What follows belongs to an exercise in optimizing a design on an open flow for small area and a short achievable clock period; a production flow would make more cautious choices.
RTL that was checked went through simulation tests only; none was proved equivalent to the original.

P:
==> flow/design.v <==
module mult_div_ctrl #(
  parameter int MULT_CYCLES = 5,
  parameter int DIV_CYCLES  = 10
) (
  input  logic        clk,
  input  logic        reset,
  input  logic        start,
  input  logic [2:0]  md_op,
  input  logic [31:0] rs_val,
  input  logic [31:0] rt_val,
  input  logic        md_use_D,
  output logic        busy,
  output logic        stall,
  output logic [31:0] HI,
  output logic [31:0] LO
);
  localparam int W = 35;
  logic        busy_q;
  logic [3:0]  cnt_q;       
  logic        run_q;       
  logic        fin_q;       
  logic        div_q;       
  logic        sg_q;        
  logic        sa_q;        
  logic        sd_q;        
  logic        pb_q;        
  logic [32:0] a_q;         
  logic [31:0] b_q;         
  logic [31:0] m_q;         
  logic [3:0]  e_q;         
  logic [32:0] m_ext;
  logic [31:0] hi_q, lo_q;
  logic accept, go;
  assign busy   = busy_q;
  assign accept = start & ~busy_q & (md_op <= 3'd5);
  assign go     = start & ~busy_q & (md_op <= 3'd3);
  assign m_ext = {sg_q & m_q[31], m_q};
  logic div_run;
  assign div_run = div_q & run_q;
  logic [3:0][W-1:0] x, s;
  logic [3:0]        neg, one, two;
  logic [3:0]   t;           
  logic         a_zero;
  assign a_zero = (a_q == 33'd0);
  for (genvar j = 0; j < 4; j++) begin : g_stage
    logic [2:0]   bb;
    if (j == 0) begin : g_x0
      assign x[j] = div_run ? {a_q[32], a_q, e_q[3]} : {{2{a_q[32]}}, a_q};
    end else begin : g_xj
      assign x[j] = div_q ? {s[j-1][32], s[j-1][32:0], e_q[3-j]}
                          : {{2{s[j-1][W-1]}}, s[j-1][W-1:2]};
    end
    if (j == 0) begin : g_bb0
      assign bb = run_q ? {b_q[1], b_q[0], pb_q} : {2'b00, ~sg_q & pb_q};
    end else begin : g_bbj
      assign bb = {b_q[2*j+1], b_q[2*j], b_q[2*j-1]};
    end
    if (j == 0) begin : g_d0
      assign neg[j] = div_q ? (run_q ? ~(x[j][W-1] ^ sd_q) : sa_q ^ sd_q)
                            : bb[2] & ~(bb[1] & bb[0]);
      assign one[j] = div_q ? (run_q | (sa_q ? ~a_q[32] & ~a_zero : a_q[32])) : bb[1] ^ bb[0];
    end else if (j == 3) begin : g_d3
      assign neg[j] = div_q ? 1'b0 : bb[2] & ~(bb[1] & bb[0]);
      assign one[j] = div_q ? 1'b1 : bb[1] ^ bb[0];
    end else begin : g_dj
      assign neg[j] = div_q ? (run_q ? ~(x[j][W-1] ^ sd_q) : sd_q)
                            : bb[2] & ~(bb[1] & bb[0]);
      assign one[j] = div_q ? run_q : bb[1] ^ bb[0];
    end
    assign two[j] = div_q ? (j == 1) & ~run_q
                          : (bb[2] & ~bb[1] & ~bb[0]) | (~bb[2] & bb[1] & bb[0]);
    mdu_stage #(.W(W)) u_stage (
      .x(x[j]), .m(m_ext), .one(one[j]), .two(two[j]), .neg(neg[j]), .s(s[j])
    );
  end
  logic [32:0] xs, ys, ss, r3;
  logic [33:0] cs;
  logic        neg3;
  assign xs    = x[3][32:0];
  assign ys    = ~m_ext;
  assign cs[0] = 1'b1;
  for (genvar k = 0; k < 33; k++) begin : g_sub
    assign ss[k]   = xs[k] ^ ys[k] ^ cs[k];
    assign cs[k+1] = (xs[k] & ys[k]) | (cs[k] & (xs[k] ^ ys[k]));
  end
  assign neg3 = ~(s[2][32] ^ sd_q);
  assign r3   = neg3 ? ss : s[3][32:0];
  for (genvar j = 0; j < 3; j++) begin : g_t
    assign t[j] = ~(s[j][32] ^ sd_q);
  end
  assign t[3] = ~(r3[32] ^ sd_q);
  logic [31:0] lo_res;
  logic        lo_inc;
  logic s1_zero, r_zero, hi_kill;
  assign s1_zero = (s[1][W-1:1] == {(W-1){1'b0}});
  assign r_zero  = a_zero | (a_q[32] & s1_zero);             
  assign hi_kill = div_q & sa_q & a_q[32] & s1_zero;
  assign lo_inc  = div_q & (sd_q ^ (sa_q & ~r_zero));
  logic [32:0] lc;
  assign lc[0] = lo_inc;
  for (genvar k = 0; k < 32; k++) begin : g_inc
    assign lo_res[k] = b_q[k] ^ lc[k];
    assign lc[k+1]   = b_q[k] & lc[k];
  end
  logic d_zero;
  assign d_zero = (rt_val == 32'd0);
  always_ff @(posedge clk or posedge reset) begin
    if (reset) begin
      busy_q <= 1'b0;
      hi_q   <= '0;
      lo_q   <= '0;
    end else begin
      if (go)         busy_q <= 1'b1;
      else if (fin_q) busy_q <= 1'b0;
      if (accept & (md_op == 3'd4)) hi_q <= rs_val;
      else if (busy_q & fin_q)      hi_q <= s[0][31:0] & ~{32{hi_kill}};
      if (accept & (md_op == 3'd5)) lo_q <= rs_val;
      else if (busy_q & fin_q)      lo_q <= lo_res;
    end
  end
  always_ff @(posedge clk) begin
    if (!busy_q) begin
      cnt_q <= 4'd0;
      run_q <= 1'b1;
      fin_q <= 1'b0;
      div_q <= md_op[1];
      sg_q  <= ~md_op[0];
      sa_q  <= md_op[1] & ~md_op[0] & rs_val[31];
      sd_q  <= ~md_op[0] & (rt_val[31] | (d_zero & rs_val[31]));
      pb_q  <= 1'b0;
      a_q   <= {33{md_op[1] & ~md_op[0] & rs_val[31]}};
      b_q   <= rs_val;
      e_q   <= {4{md_op[1] & ~md_op[0] & rs_val[31]}};
      m_q   <= rt_val;
    end else begin
      cnt_q <= cnt_q + 4'd1;
      if (run_q && cnt_q == (div_q ? 4'd8 : 4'd3)) run_q <= 1'b0;
      fin_q <= run_q & (cnt_q == (div_q ? 4'd8 : 4'd3));
      e_q   <= b_q[31:28];
      if (div_q) begin
        a_q <= r3;
        b_q <= {b_q[27:0], t[0], t[1], t[2], t[3]};
      end else begin
        pb_q <= b_q[7];
        a_q  <= s[3][W-1:2];
        b_q  <= {s[3][1:0], s[2][1:0], s[1][1:0], s[0][1:0], b_q[31:8]};
      end
    end
  end
  assign stall = md_use_D & (busy_q | (start & (md_op <= 3'd3)));
  assign HI    = hi_q;
  assign LO    = lo_q;
endmodule
module mdu_stage #(
  parameter int W = 35
) (
  input  logic [W-1:0] x,
  input  logic [32:0]  m,
  input  logic         one,
  input  logic         two,
  input  logic         neg,
  output logic [W-1:0] s
);
  logic [W-1:0] y;
  logic [W:0]   c;
  assign y    = ((one ? {{(W-33){m[32]}}, m} : {W{1'b0}}) |
                 (two ? {{(W-34){m[32]}}, m, 1'b0} : {W{1'b0}})) ^ {W{neg}};
  assign c[0] = neg;
  for (genvar k = 0; k < W; k++) begin : g_bit
    assign s[k]   = x[k] ^ y[k] ^ c[k];
    assign c[k+1] = (x[k] & y[k]) | (c[k] & (x[k] ^ y[k]));
  end
endmodule
clock: 130.0 ns
lec_check: 0
cap_margin: 20
core_margin: 2
core_utilization: 40
cts_buf_list: sky130_fd_sc_hd__clkbuf_8
slew_margin: 20
standard.sh (not shown) runs the stock make flow with config.mk's settings and CLKGATE_MAP_FILE= SYNTH_SCRIPT=/design/flow/synth_recipe.tcl, a recipe that flattens the netlist after the stock synthesis.
==> flow/flow/run.sh <==
#!/bin/bash
# The standard layout with three changes:
#  - every input and output port is buffered by buf_1 instead of the cell buffer_ports picks;
#  - after the standard synthesis, flow/netopt.py sets combinational cells to their smallest
#    drive strength and moves full-adder carries to the CIN pin, before the rest of the
#    standard flow runs (and repairs slew, capacitance and timing where needed);
#  - clock tree synthesis adds no dummy load cells.
set -euo pipefail
R=$PWD/orfs/results/sky130hd/mult_div_ctrl/base
LIB=$FLOW_HOME/platforms/sky130hd/lib/sky130_fd_sc_hd__tt_025C_1v80.lib
BP="BUFFER_PORTS_ARGS=-buffer_cell sky130_fd_sc_hd__buf_1"
CTS="CTS_ARGS=-sink_clustering_enable -repair_clock_nets -buf_list sky130_fd_sc_hd__clkbuf_8 -dont_use_dummy_load"
bash standard.sh "$BP" "$CTS" $R/1_2_yosys.v > synth.log 2>&1
cp $R/1_2_yosys.v synth_netlist.v.log
python3 flow/netopt.py $R/1_2_yosys.v $LIB > netopt.log 2>&1
bash standard.sh "$BP" "$CTS" finish > standard.log 2>&1
Other scripts of this flow, unchanged in this note and not shown: flow/flow/netopt.py
What Q does differently from P at the input level:
diff --git a/flow/design.v b/flow/design.v
--- a/flow/design.v
+++ b/flow/design.v
@@ -37,14 +37,12 @@
   assign m_ext = {sg_q & m_q[31], m_q};
   logic div_run;
   assign div_run = div_q & run_q;
   logic [3:0][W-1:0] x, s;
   logic [3:0]        neg, one, two;
   logic [3:0]   t;           
-  logic         a_zero;
-  assign a_zero = (a_q == 33'd0);
   for (genvar j = 0; j < 4; j++) begin : g_stage
     logic [2:0]   bb;
     if (j == 0) begin : g_x0
       assign x[j] = div_run ? {a_q[32], a_q, e_q[3]} : {{2{a_q[32]}}, a_q};
     end else begin : g_xj
       assign x[j] = div_q ? {s[j-1][32], s[j-1][32:0], e_q[3-j]}
@@ -55,13 +53,13 @@
     end else begin : g_bbj
       assign bb = {b_q[2*j+1], b_q[2*j], b_q[2*j-1]};
     end
     if (j == 0) begin : g_d0
       assign neg[j] = div_q ? (run_q ? ~(x[j][W-1] ^ sd_q) : sa_q ^ sd_q)
                             : bb[2] & ~(bb[1] & bb[0]);
-      assign one[j] = div_q ? (run_q | (sa_q ? ~a_q[32] & ~a_zero : a_q[32])) : bb[1] ^ bb[0];
+      assign one[j] = div_q ? (run_q | (sa_q ^ a_q[32])) : bb[1] ^ bb[0];
     end else if (j == 3) begin : g_d3
       assign neg[j] = div_q ? 1'b0 : bb[2] & ~(bb[1] & bb[0]);
       assign one[j] = div_q ? 1'b1 : bb[1] ^ bb[0];
     end else begin : g_dj
       assign neg[j] = div_q ? (run_q ? ~(x[j][W-1] ^ sd_q) : sd_q)
                             : bb[2] & ~(bb[1] & bb[0]);
@@ -88,17 +86,16 @@
   for (genvar j = 0; j < 3; j++) begin : g_t
     assign t[j] = ~(s[j][32] ^ sd_q);
   end
   assign t[3] = ~(r3[32] ^ sd_q);
   logic [31:0] lo_res;
   logic        lo_inc;
-  logic s1_zero, r_zero, hi_kill;
+  logic s1_zero, hi_kill;
   assign s1_zero = (s[1][W-1:1] == {(W-1){1'b0}});
-  assign r_zero  = a_zero | (a_q[32] & s1_zero);             
-  assign hi_kill = div_q & sa_q & a_q[32] & s1_zero;
-  assign lo_inc  = div_q & (sd_q ^ (sa_q & ~r_zero));
+  assign hi_kill = div_q & sa_q & s1_zero;
+  assign lo_inc  = div_q & (sd_q ^ (sa_q & ~s1_zero));
   logic [32:0] lc;
   assign lc[0] = lo_inc;
   for (genvar k = 0; k < 32; k++) begin : g_inc
     assign lo_res[k] = b_q[k] ^ lc[k];
     assign lc[k+1]   = b_q[k] & lc[k];
   end
==> comparison <==
Comparing Q and P, the higher met1 track demand over resource was measured on P.
Q and P ended up with roughly the same fmax.
Q completed end to end with timing, DRC and antenna clean.
Cmp Q and P / cell count after placement / lower: Q
Delta(number of tap instances, Q - P) < 0
Cell depth of the worst min-delay path was lower in P than in Q.
As far as non-clock buffer area fraction after layout is concerned, P and Q perform about the same.
Function not checked in P: the RTL went through the layout flow alone.

==> static timing again, ports no longer ideal <==
No port has a modelled driver above. Below, the same layouts with a new extraction and two added sets of constraints. Step 1 assumes that a clkbuf_16 drives the clock port and a buf_2 every other input. Step 2 adds t to the input delays and takes it off the output delays; t is the mean of the earliest and latest rising clock arrival at the registers after step 1. Input paths then give back, and output paths get back, about the clock's delay inside the block. Three values: no drivers, after step 1, after step 2; two values: the first two.
| run | t, ns | setup WS [ns] | worst setup path at the end | slew at the worst register clock pin (ns) | cell pins on the clock port's net |
|---|---|---|---|---|---|
| P | 0.555 | 77.413 / 77.393 / 77.393 | input to output | 0.11 / 0.11 | 1 |
| Q | 0.542 | 77.498 / 77.475 / 77.475 | input to output | 0.10 / 0.10 | 1 |
After both steps setup and hold are still met in every run listed. For Q, which loses most, drivers alone change the setup slack by -0.023 ns; drivers and shift together by -0.023 ns.
